What follows belongs to an exercise in optimizing a design on an open flow for small area and few clock cycles per item; a production flow would make more cautious choices.
The RTL was checked by simulation tests, not by an equivalence proof against the original design.
No activity file was given, so power comes from the tool's default toggle rates.

==> indigo: inputs <==
## dual_tone_sample_generator_top
module dual_tone_sample_generator_top (
    input  wire logic                                aclk,
    input  wire logic                                aresetn,
    input  wire logic                                s_tvalid,
    output logic                                     s_tready,
    input  wire logic [dtsg_pkg::S_TDATA_W-1:0]      s_tdata,    
    output logic                                     m_tvalid,
    input  wire logic                                m_tready,
    output logic [dtsg_pkg::M_TDATA_W-1:0]           m_tdata,    
    output logic [0:0]                               m_tuser,    
    input  wire logic                                cfg_wr_en,
    input  wire logic [dtsg_pkg::CFG_INDEX_W-1:0]    cfg_index,
    input  wire logic [dtsg_pkg::CFG_DATA_W-1:0]     cfg_wdata
);
clock: 10.0 ns
lec_check: 0
abc_area: 1
abc_clock_period_in_ps: 10000
cap_margin: 20
core_margin: 2
core_utilization: 40
cts_buf_list: sky130_fd_sc_hd__clkbuf_16
cts_cluster_diameter: 60
cts_cluster_size: 30
slew_margin: 20
synth_hierarchical: 1
synth_minimum_keep_size: 0
run.sh (not shown) runs the stock make flow with config.mk's settings and CLKGATE_MAP_FILE= SYNTH_SCRIPT=/design/flow/synth_recipe.tcl, a recipe that flattens the netlist after the stock synthesis.
==> inputs of willow, as changes to indigo <==
==> flow/flow/run.sh (new file) <==
#!/bin/bash
# The standard layout (standard.sh), with two changes:
#  - the port buffers are the smallest buffer cell (buf_1)
#  - clock tree synthesis without dummy loads
export BUFFER_PORTS_ARGS="-buffer_cell sky130_fd_sc_hd__buf_1"
export CTS_ARGS="-sink_clustering_enable -repair_clock_nets -sink_clustering_size 30 -sink_clustering_max_diameter 70 -buf_list sky130_fd_sc_hd__clkbuf_16 -dont_use_dummy_load"
bash standard.sh > standard.log 2>&1
==> flow/standard.sh (new file) <==
#!/bin/bash
# synth_recipe.tcl (not shown) runs the flow's synth.tcl, then flattens the netlist and writes it again
# the make line also repeats each setting of config.mk as NAME=value (left out here)
make -C /OpenROAD-flow-scripts/flow DESIGN_CONFIG=/design/flow/config.mk WORK_HOME=/design/flow/orfs CLKGATE_MAP_FILE= SYNTH_SCRIPT=/design/flow/synth_recipe.tcl "${@:-finish}"
- CTS_CLUSTER_SIZE: 30 -> 24
removed: flow/run.sh
==> inputs of cedar, as changes to indigo <==
==> flow/flow/run.sh (new file) <==
#!/bin/bash
# The standard layout (standard.sh), with two changes:
#  - the port buffers are the smallest buffer cell (buf_1)
#  - clock tree synthesis without dummy loads
export BUFFER_PORTS_ARGS="-buffer_cell sky130_fd_sc_hd__buf_1"
export CTS_ARGS="-sink_clustering_enable -repair_clock_nets -sink_clustering_size 30 -sink_clustering_max_diameter 70 -buf_list sky130_fd_sc_hd__clkbuf_16 -dont_use_dummy_load"
bash standard.sh > standard.log 2>&1
==> flow/standard.sh (new file) <==
#!/bin/bash
# synth_recipe.tcl (not shown) runs the flow's synth.tcl, then flattens the netlist and writes it again
# the make line also repeats each setting of config.mk as NAME=value (left out here)
make -C /OpenROAD-flow-scripts/flow DESIGN_CONFIG=/design/flow/config.mk WORK_HOME=/design/flow/orfs CLKGATE_MAP_FILE= SYNTH_SCRIPT=/design/flow/synth_recipe.tcl "${@:-finish}"
- CORE_UTILIZATION: 40 -> 60
- CTS_CLUSTER_SIZE: 30 -> 24
removed: flow/run.sh
==> comparison table <==
item                                             cedar      indigo      willow
P_comb                                         3.99 mW     4.47 mW     4.02 mW
HPWL after detailed placement                 39.90 mm    42.20 mm    42.75 mm
Total global routing track utilization          29.00%      20.11%      19.97%
Final Instance Area                          22970 um2   24080 um2   23330 um2
Post-DP Area                                 22420 um2   23190 um2   22830 um2
Slowest cell delay on critical path            0.59 ns     0.55 ns     0.62 ns
Via count of the routed design                   16622       16408       16543
Tap cell count                                     461         696         696
Standard cell core area                      35740 um2   54030 um2   54030 um2
Worst hold slack after final layout          0.4888 ns   0.4875 ns   0.5060 ns
Clock tree skew after final layout          0.08177 ns  0.04143 ns  0.07654 ns
Internal Power                                3.196 mW    3.752 mW    3.175 mW
Met2 Use GR                                     48.28%      33.78%      33.24%
Outcome               no timing/DRC/antenna violations  no timing/DRC/antenna violations  no timing/DRC/antenna violations
X dimension of the die                        195.1 um    238.0 um    238.0 um
Via count of the first global-routing pass       16987       17074       16746
Floorplan row count                                 69          85          85
Testbench counts of indigo, summed over its fixed seeds: cycles 16,032, items 16,000.
Testbench counts of willow, summed over its fixed seeds: cycles 16,032, items 16,000.
Testbench counts of cedar, summed over its fixed seeds: cycles 16,032, items 16,000.

==> v11 <==
Another version of the RTL of dual_tone_sample_generator_top (not shown whole).
export LEC_CHECK = 0
export ABC_AREA = 1
export ABC_CLOCK_PERIOD_IN_PS = 10000
export CAP_MARGIN = 20
export CORE_MARGIN = 2
export CORE_UTILIZATION = 70
export SLEW_MARGIN = 20
export SYNTH_HIERARCHICAL = 1
export SYNTH_MINIMUM_KEEP_SIZE = 0
create_clock -name core_clock -period 10.0 [get_ports {aclk}]
standard.sh (not shown) runs the stock make flow with config.mk's settings and CLKGATE_MAP_FILE= SYNTH_SCRIPT=/design/flow/synth_recipe.tcl, a recipe that flattens the netlist after the stock synthesis.
==> flow/flow/run.sh <==
#!/bin/bash
# The standard layout (standard.sh), with three changes:
#  - synthesis maps the logic for area only (flow/synth.tcl)
#  - the port buffers are the smallest buffer cell (buf_1)
#  - clock tree synthesis without dummy loads
set -euo pipefail
export FLOW_FLOW_DIR="$PWD/flow"
export BUFFER_PORTS_ARGS="-buffer_cell sky130_fd_sc_hd__buf_1"
export CTS_ARGS="-sink_clustering_enable -repair_clock_nets -sink_clustering_size 20 -sink_clustering_max_diameter 50 -root_buf sky130_fd_sc_hd__clkbuf_16 -buf_list sky130_fd_sc_hd__clkbuf_8 -dont_use_dummy_load"
sed "s#SYNTH_SCRIPT=[^ ]*#SYNTH_SCRIPT=$PWD/flow/synth.tcl#" standard.sh > standard_area_synth.sh
grep -q "SYNTH_SCRIPT=$PWD/flow/synth.tcl" standard_area_synth.sh
bash standard_area_synth.sh > standard.log 2>&1
==> flow/flow/abc_map_area.script <==
strash
dch
map -a
topo
dnsize -c
==> flow/flow/synth.tcl <==
# The standard flow's synthesis script (synth_recipe.tcl), unchanged except that the
# final technology mapping uses flow/abc_map_area.script: area-only mapping,
# without ABC's buffering and upsizing (the layout's repair steps size and
# buffer for timing and slew instead).
proc synth {args} { yosys synth -nofsm -noshare {*}$args }
proc abc {args} {
  set i [lsearch -exact $args -script]
  if { $i >= 0 } {
    lset args [expr { $i + 1 }] $::env(FLOW_FLOW_DIR)/abc_map_area.script
  }
  yosys abc {*}$args
}
source $::env(SCRIPTS_DIR)/synth.tcl
# left out here: clear keep_hierarchy, flatten, clean up, hide names made inside functions, write 1_2_yosys.v
==> inputs of v1, as changes to v11 <==
--- a/flow/design.v
+++ b/flow/design.v
@@ -406,15 +406,14 @@
             count_reg   <= restart ? 32'd1 : count_inc;
         end
     end
     logic [14:0] mag_a, mag_b;
     logic        neg_a, neg_b;
     logic [15:0] tone_mag;
     logic        tone_neg, zero0;
-    logic        sdiff, sel_inv, sel_inc;
     dtsg_sine_rom u_rom_a (.addr(~phase_a_n_reg[31:24]), .mag(mag_a), .neg(neg_a));
     dtsg_sine_rom u_rom_b (.addr(~phase_b_n_reg[31:24] & {8{tone_mode_reg}}), .mag(mag_b), .neg(neg_b));
     assign zero0 = restart || past_end;
     logic [15:0] s1_mag_reg;
     logic        s1_neg_reg, s1_done_reg;
     always_ff @(posedge aclk) begin
         if (!aresetn) begin
==> flow/flow/run.sh (replaced) <==
#!/bin/bash
# The standard layout (standard.sh, the same ORFS make targets and
# settings), with three changes:
#  - synthesis maps the logic for area only: flow/synth.tcl is the standard flow's
#    synthesis script with flow/abc_map_area.script as ABC's mapping script
#    (no buffering or upsizing in ABC; the layout's repair steps do that)
#  - the port buffers are the smallest buffer cell (buf_1)
#  - clock tree: clkbuf_16 root, clkbuf_8 sink buffers for clusters of up
#    to 16 flip-flops, and no dummy loads
# make's output goes to standard.log; each ORFS step writes its own log
# under orfs/logs/.
set -euo pipefail
export FLOW_FLOW_DIR="$PWD/flow"
export BUFFER_PORTS_ARGS="-buffer_cell sky130_fd_sc_hd__buf_1"
export CTS_ARGS="-sink_clustering_enable -repair_clock_nets -sink_clustering_size 8 -sink_clustering_max_diameter 30 -root_buf sky130_fd_sc_hd__clkbuf_16 -buf_list sky130_fd_sc_hd__clkbuf_4 -dont_use_dummy_load"
sed "s#SYNTH_SCRIPT=[^ ]*#SYNTH_SCRIPT=$PWD/flow/synth.tcl#" standard.sh > standard_area_synth.sh
grep -q "SYNTH_SCRIPT=$PWD/flow/synth.tcl" standard_area_synth.sh
bash standard_area_synth.sh > standard.log 2>&1
- SETUP_SLACK_MARGIN: not set -> 0.2
==> comparison table <==
Result of the run: v11 no timing/DRC/antenna violations; v1 no timing/DRC/antenna violations
Detail-routed via count per cell: v11 6.33; v1 6.35
Filler instances: v11 1822; v1 1825
Slew HR: v11 28.5%; v1 28.5%
Total power after layout: v11 0.00682 W; v1 0.00689 W
Fmax: v11 102 MHz; v1 105 MHz
Portion of total power attributed to the clock network: v11 7.4%; v1 8.2%
Stages on the worst setup path: v11 21; v1 22
Met3 wire len: v11 4.53 mm; v1 4.95 mm
Post-route worst setup slack: v11 0.198 ns; v1 0.453 ns
Critical Path Fanout Max: v11 16; v1 15
Tcrit/Tclk final: v11 98.0%; v1 95.5%
Syn-to-layout area delta: v11 6.23%; v1 6.84%
Highest cell delay on the worst timing path: v11 0.62 ns; v1 0.53 ns
Detailed-route via count: v11 15700; v1 15800
Slew of the pin with the lowest slew margin: v11 1.06 ns; v1 1.06 ns
Fraction of power spent switching nets: v11 49.0%; v1 48.8%
Sequential share of cell area: v11 32.1%; v1 31.9%
Slowest cell on the critical path: v11 sky130_fd_sc_hd__o21ai_0; v1 sky130_fd_sc_hd__fa_1
Testbench counts of v11, summed over its fixed seeds: cycles 16,032, items 16,000.
Testbench counts of v1, summed over its fixed seeds: cycles 16,032, items 16,000.

==> build 29 <==
dual_tone_sample_generator_top with an RTL version that a note above also has.
==> flow/config.mk <==
export PLATFORM = sky130hd
export DESIGN_NAME = dual_tone_sample_generator_top
export DESIGN_NICKNAME = dual_tone_sample_generator_top
export VERILOG_FILES = /design/flow/design.v
export SDC_FILE = /design/flow/constraint.sdc
export NUM_CORES = 4
export LEC_CHECK = 0
export ABC_AREA = 1
export ABC_CLOCK_PERIOD_IN_PS = 10000
export CAP_MARGIN = 20
export CORE_MARGIN = 2
export CORE_UTILIZATION = 70
export SETUP_SLACK_MARGIN = 0.2
export SLEW_MARGIN = 20
export SYNTH_HIERARCHICAL = 1
export SYNTH_MINIMUM_KEEP_SIZE = 0
==> flow/constraint.sdc <==
create_clock -name core_clock -period 10.0 [get_ports {aclk}]
set_input_delay 2.0000 -clock core_clock [delete_from_list [all_inputs] [get_ports {aclk}]]
set_output_delay 2.0000 -clock core_clock [all_outputs]
set_load 0.01 [all_outputs]
==> flow/flow/run.sh <==
#!/bin/bash
# The standard layout (standard.sh, the same ORFS make targets and
# settings), with three changes:
#  - synthesis maps the logic for area only: flow/synth.tcl is the standard flow's
#    synthesis script with flow/abc_map_area.script as ABC's mapping script
#    (no buffering or upsizing in ABC; the layout's repair steps do that)
#  - the port buffers are the smallest buffer cell (buf_1)
#  - clock tree: clkbuf_16 root, clkbuf_8 sink buffers for clusters of up
#    to 16 flip-flops, and no dummy loads
# make's output goes to standard.log; each ORFS step writes its own log
# under orfs/logs/.
set -euo pipefail
export FLOW_FLOW_DIR="$PWD/flow"
export BUFFER_PORTS_ARGS="-buffer_cell sky130_fd_sc_hd__buf_1"
export CTS_ARGS="-sink_clustering_enable -repair_clock_nets -sink_clustering_size 16 -sink_clustering_max_diameter 45 -root_buf sky130_fd_sc_hd__clkbuf_16 -buf_list sky130_fd_sc_hd__clkbuf_8 -dont_use_dummy_load"
sed "s#SYNTH_SCRIPT=[^ ]*#SYNTH_SCRIPT=$PWD/flow/synth.tcl#" standard.sh > standard_area_synth.sh
grep -q "SYNTH_SCRIPT=$PWD/flow/synth.tcl" standard_area_synth.sh
bash standard_area_synth.sh > standard.log 2>&1
Scripts as last shown in full above: flow/flow/abc_map_area.script, flow/flow/synth.tcl
==> build 34 (differences from build 29) <==
--- a/flow/design.v
+++ b/flow/design.v
@@ -401,22 +401,25 @@
         if (adv_phase) begin
             phase_a_n_reg <= phase_a_inc_n;
             phase_b_n_reg <= phase_b_inc_n;
         end
         if (adv_count) begin
             count_reg   <= restart ? 32'd1 : count_inc;
         end
     end
-    logic [14:0] mag_a, mag_b;
-    logic        neg_a, neg_b;
+    logic [14:0] mag_a, mag_b, rom_mag_b;
+    logic        neg_a, neg_b, rom_neg_b;
     logic [15:0] tone_mag;
     logic        tone_neg, zero0;
-    dtsg_sine_rom u_rom_a (.addr(~phase_a_n_reg[31:24]), .mag(mag_a), .neg(neg_a));
-    dtsg_sine_rom u_rom_b (.addr(~phase_b_n_reg[31:24] & {8{tone_mode_reg}}), .mag(mag_b), .neg(neg_b));
+    logic        sdiff, sel_inv, sel_inc;
+    dtsg_sine_rom u_rom_a (.addr(~phase_a_n_reg[31:24]), .mag(mag_a),     .neg(neg_a));
+    dtsg_sine_rom u_rom_b (.addr(~phase_b_n_reg[31:24]), .mag(rom_mag_b), .neg(rom_neg_b));
+    assign mag_b = rom_mag_b & {15{tone_mode_reg}};
+    assign neg_b = rom_neg_b & tone_mode_reg;
     assign zero0 = restart || past_end;
     logic [15:0] s1_mag_reg;
     logic        s1_neg_reg, s1_done_reg;
     always_ff @(posedge aclk) begin
         if (!aresetn) begin
             s1_valid_reg <= 1'b0;
         end else if (s1_adv) begin
             s1_valid_reg <= s_tvalid;
==> flow/flow/run.sh (replaced) <==
#!/bin/bash
# The standard layout (standard.sh), with two changes:
#  - the port buffers are the smallest buffer cell (buf_1)
#  - clock tree synthesis without dummy loads
export BUFFER_PORTS_ARGS="-buffer_cell sky130_fd_sc_hd__buf_1"
export CTS_ARGS="-sink_clustering_enable -repair_clock_nets -sink_clustering_size 20 -sink_clustering_max_diameter 50 -root_buf sky130_fd_sc_hd__clkbuf_16 -buf_list sky130_fd_sc_hd__clkbuf_8 -dont_use_dummy_load"
bash standard.sh > standard.log 2>&1
==> flow/config.mk (replaced) <==
export PLATFORM = sky130hd
export DESIGN_NAME = dual_tone_sample_generator_top
export DESIGN_NICKNAME = dual_tone_sample_generator_top
export VERILOG_FILES = /design/flow/design.v
export SDC_FILE = /design/flow/constraint.sdc
export NUM_CORES = 4
export LEC_CHECK = 0
export ABC_AREA = 1
export ABC_CLOCK_PERIOD_IN_PS = 10000
export CAP_MARGIN = 20
export CORE_MARGIN = 2
export CORE_UTILIZATION = 60
export SLEW_MARGIN = 20
export SYNTH_HIERARCHICAL = 1
export SYNTH_MINIMUM_KEEP_SIZE = 0
removed: flow/flow/abc_map_area.script
removed: flow/flow/synth.tcl
==> build 39 (differences from build 29) <==
--- a/flow/design.v
+++ b/flow/design.v
@@ -405,16 +405,17 @@
         if (adv_count) begin
             count_reg   <= restart ? 32'd1 : count_inc;
         end
     end
     logic [14:0] mag_a, mag_b;
     logic        neg_a, neg_b;
     logic [15:0] tone_mag;
     logic        tone_neg, zero0;
+    logic        sdiff, sel_inv, sel_inc;
     dtsg_sine_rom u_rom_a (.addr(~phase_a_n_reg[31:24]), .mag(mag_a), .neg(neg_a));
     dtsg_sine_rom u_rom_b (.addr(~phase_b_n_reg[31:24] & {8{tone_mode_reg}}), .mag(mag_b), .neg(neg_b));
     assign zero0 = restart || past_end;
     logic [15:0] s1_mag_reg;
     logic        s1_neg_reg, s1_done_reg;
     always_ff @(posedge aclk) begin
         if (!aresetn) begin
             s1_valid_reg <= 1'b0;
==> flow/flow/run.sh (replaced) <==
#!/bin/bash
# The standard layout (standard.sh), with three changes:
#  - synthesis maps the logic for area only (flow/synth.tcl)
#  - the port buffers are the smallest buffer cell (buf_1)
#  - clock tree synthesis without dummy loads
set -euo pipefail
export FLOW_FLOW_DIR="$PWD/flow"
export BUFFER_PORTS_ARGS="-buffer_cell sky130_fd_sc_hd__buf_1"
export CTS_ARGS="-sink_clustering_enable -repair_clock_nets -sink_clustering_size 20 -sink_clustering_max_diameter 50 -root_buf sky130_fd_sc_hd__clkbuf_16 -buf_list sky130_fd_sc_hd__clkbuf_8 -dont_use_dummy_load"
sed "s#SYNTH_SCRIPT=[^ ]*#SYNTH_SCRIPT=$PWD/flow/synth.tcl#" standard.sh > standard_area_synth.sh
grep -q "SYNTH_SCRIPT=$PWD/flow/synth.tcl" standard_area_synth.sh
bash standard_area_synth.sh > standard.log 2>&1
==> flow/flow/abc_map_area.script (replaced) <==
strash
dch -f
map -a
mfs2 -a
strash
dch
map -a
topo
dnsize -c
==> build 93 (differences from build 29) <==
--- a/flow/design.v
+++ b/flow/design.v
@@ -405,16 +405,17 @@
         if (adv_count) begin
             count_reg   <= restart ? 32'd1 : count_inc;
         end
     end
     logic [14:0] mag_a, mag_b;
     logic        neg_a, neg_b;
     logic [15:0] tone_mag;
     logic        tone_neg, zero0;
+    logic        sdiff, sel_inv, sel_inc;
     dtsg_sine_rom u_rom_a (.addr(~phase_a_n_reg[31:24]), .mag(mag_a), .neg(neg_a));
     dtsg_sine_rom u_rom_b (.addr(~phase_b_n_reg[31:24] & {8{tone_mode_reg}}), .mag(mag_b), .neg(neg_b));
     assign zero0 = restart || past_end;
     logic [15:0] s1_mag_reg;
     logic        s1_neg_reg, s1_done_reg;
     always_ff @(posedge aclk) begin
         if (!aresetn) begin
             s1_valid_reg <= 1'b0;
==> flow/flow/run.sh (replaced) <==
#!/bin/bash
# The standard layout (standard.sh), with two changes:
#  - the port buffers are the smallest buffer cell (buf_1)
#  - clock tree synthesis without dummy loads
export BUFFER_PORTS_ARGS="-buffer_cell sky130_fd_sc_hd__buf_1"
export CTS_ARGS="-sink_clustering_enable -repair_clock_nets -sink_clustering_size 20 -sink_clustering_max_diameter 50 -root_buf sky130_fd_sc_hd__clkbuf_16 -buf_list sky130_fd_sc_hd__clkbuf_8 -dont_use_dummy_load"
bash standard.sh > standard.log 2>&1
--- a/flow/config.mk
+++ b/flow/config.mk
@@ -5,12 +5,11 @@
 export SDC_FILE = /design/flow/constraint.sdc
 export NUM_CORES = 4
 export LEC_CHECK = 0
 export ABC_AREA = 1
 export ABC_CLOCK_PERIOD_IN_PS = 10000
 export CAP_MARGIN = 20
 export CORE_MARGIN = 2
 export CORE_UTILIZATION = 70
-export SETUP_SLACK_MARGIN = 0.2
 export SLEW_MARGIN = 20
 export SYNTH_HIERARCHICAL = 1
 export SYNTH_MINIMUM_KEEP_SIZE = 0
removed: flow/flow/abc_map_area.script
removed: flow/flow/synth.tcl
==> reports/metrics.cfg <==
[status]
status=no timing/DRC/antenna violations

[global_routing]
grt_max_degree=63

[routing]
routed-wl-met2_um=25000
vias=16500
route.met3.wl_um=5080

[setup_path]
cp_common_cell=nand2_1

[placed_design]
placed_cell_area_um2=21700

[finish]
n_fill_cell=2035
diodes=0
utilization_pct=74.4
fin_area_um2=22100

[power]
p_sw_share_pct=48.7

[logic_synthesis]
synth.distinct_cells=55

[clock_tree]
clk_pin_slew_ns=0.09

[timing]
period_share_pct=92.9

[die]
nWellTaps=390

Source of the figures above: build 93

==> reports/metrics.cfg <==
[status]
status=no timing/DRC/antenna violations

[global_routing]
grt_max_degree=63

[finish]
utilization_pct=76.6
diodes=2

[power]
p_sw_share_pct=48.8

[clock_tree]
clk_pin_slew_ns=0.09

[setup_path]
cp_common_cell=fa_1

[die]
nWellTaps=378

[routing]
route.met3.wl_um=4710
vias=15900

Source of the figures above: build 29

==> reports/metrics.cfg <==
[logic_synthesis]
synth.distinct_cells=54

[die]
nWellTaps=455

[finish]
diodes=0
n_fill_cell=2897

[power]
p_sw_share_pct=48.5

[global_routing]
grt_max_degree=71

[timing]
period_share_pct=93.2

[routing]
routed-wl-met2_um=24000

[status]
status=no timing/DRC/antenna violations

Source of the figures above: build 34

==> reports/metrics.cfg <==
[status]
status=no timing/DRC/antenna violations

[die]
nWellTaps=378

[placed_design]
placed_cell_area_um2=21100

[finish]
diodes=0
utilization_pct=77.1
n_fill_cell=1812

[global_routing]
grt_max_degree=65

[logic_synthesis]
synth.distinct_cells=47

[routing]
route.met3.wl_um=4590

[power]
p_sw_share_pct=49.6

[setup_path]
cp_common_cell=fa_1

Source of the figures above: build 39

Testbench counts of build 29, summed over its fixed seeds: cycles 16,032, items 16,000.
Testbench counts of build 34, summed over its fixed seeds: cycles 16,032, items 16,000.
Testbench counts of build 39, summed over its fixed seeds: cycles 16,032, items 16,000.
Testbench counts of build 93, summed over its fixed seeds: cycles 16,032, items 16,000.

[re-timing with driven ports]
No port has a modelled driver above. Below, the same layouts with a new extraction and two added sets of constraints.
Step 1 sets driving cells, clkbuf_16 on the clock port and buf_2 on the other inputs (assumed; they add their load-dependent delay and slew).
Step 2 moves the port delays by t, midway between the first and last clock arrival at a register: inputs arrive t later, outputs are due t later. That takes back most of the time a late clock gives input paths.
Three values: ideal, step 1, step 2; two values: the first two.
run | t (ns) | slack for setup (ns) | worst setup path after step 2 | worst register clock-pin slew, ns | pins driven straight from the clock port
indigo | 0.566 | 0.543 / 0.492 / 1.057 | register to output | 0.09 / 0.09 | 1
willow | 0.550 | 0.609 / 0.558 / 1.108 | register to output | 0.09 / 0.09 | 1
cedar | 0.569 | 0.500 / 0.444 / 1.012 | register to output | 0.10 / 0.10 | 1
v11 | 0.533 | 0.198 / 0.149 / 0.682 | register to output | 0.12 / 0.12 | 1
v1 | 0.504 | 0.453 / 0.403 / 0.907 | register to output | 0.09 / 0.09 | 1
build 29 | 0.526 | 0.502 / 0.452 / 0.979 | register to output | 0.10 / 0.10 | 1
build 34 | 0.522 | 0.684 / 0.631 / 1.154 | register to output | 0.11 / 0.11 | 1
build 39 | 0.520 | 0.512 / 0.461 / 0.969 | input to register | 0.11 / 0.11 | 1
build 93 | 0.524 | 0.714 / 0.665 / 1.189 | register to output | 0.11 / 0.11 | 1
After both steps every run listed still meets setup and hold.
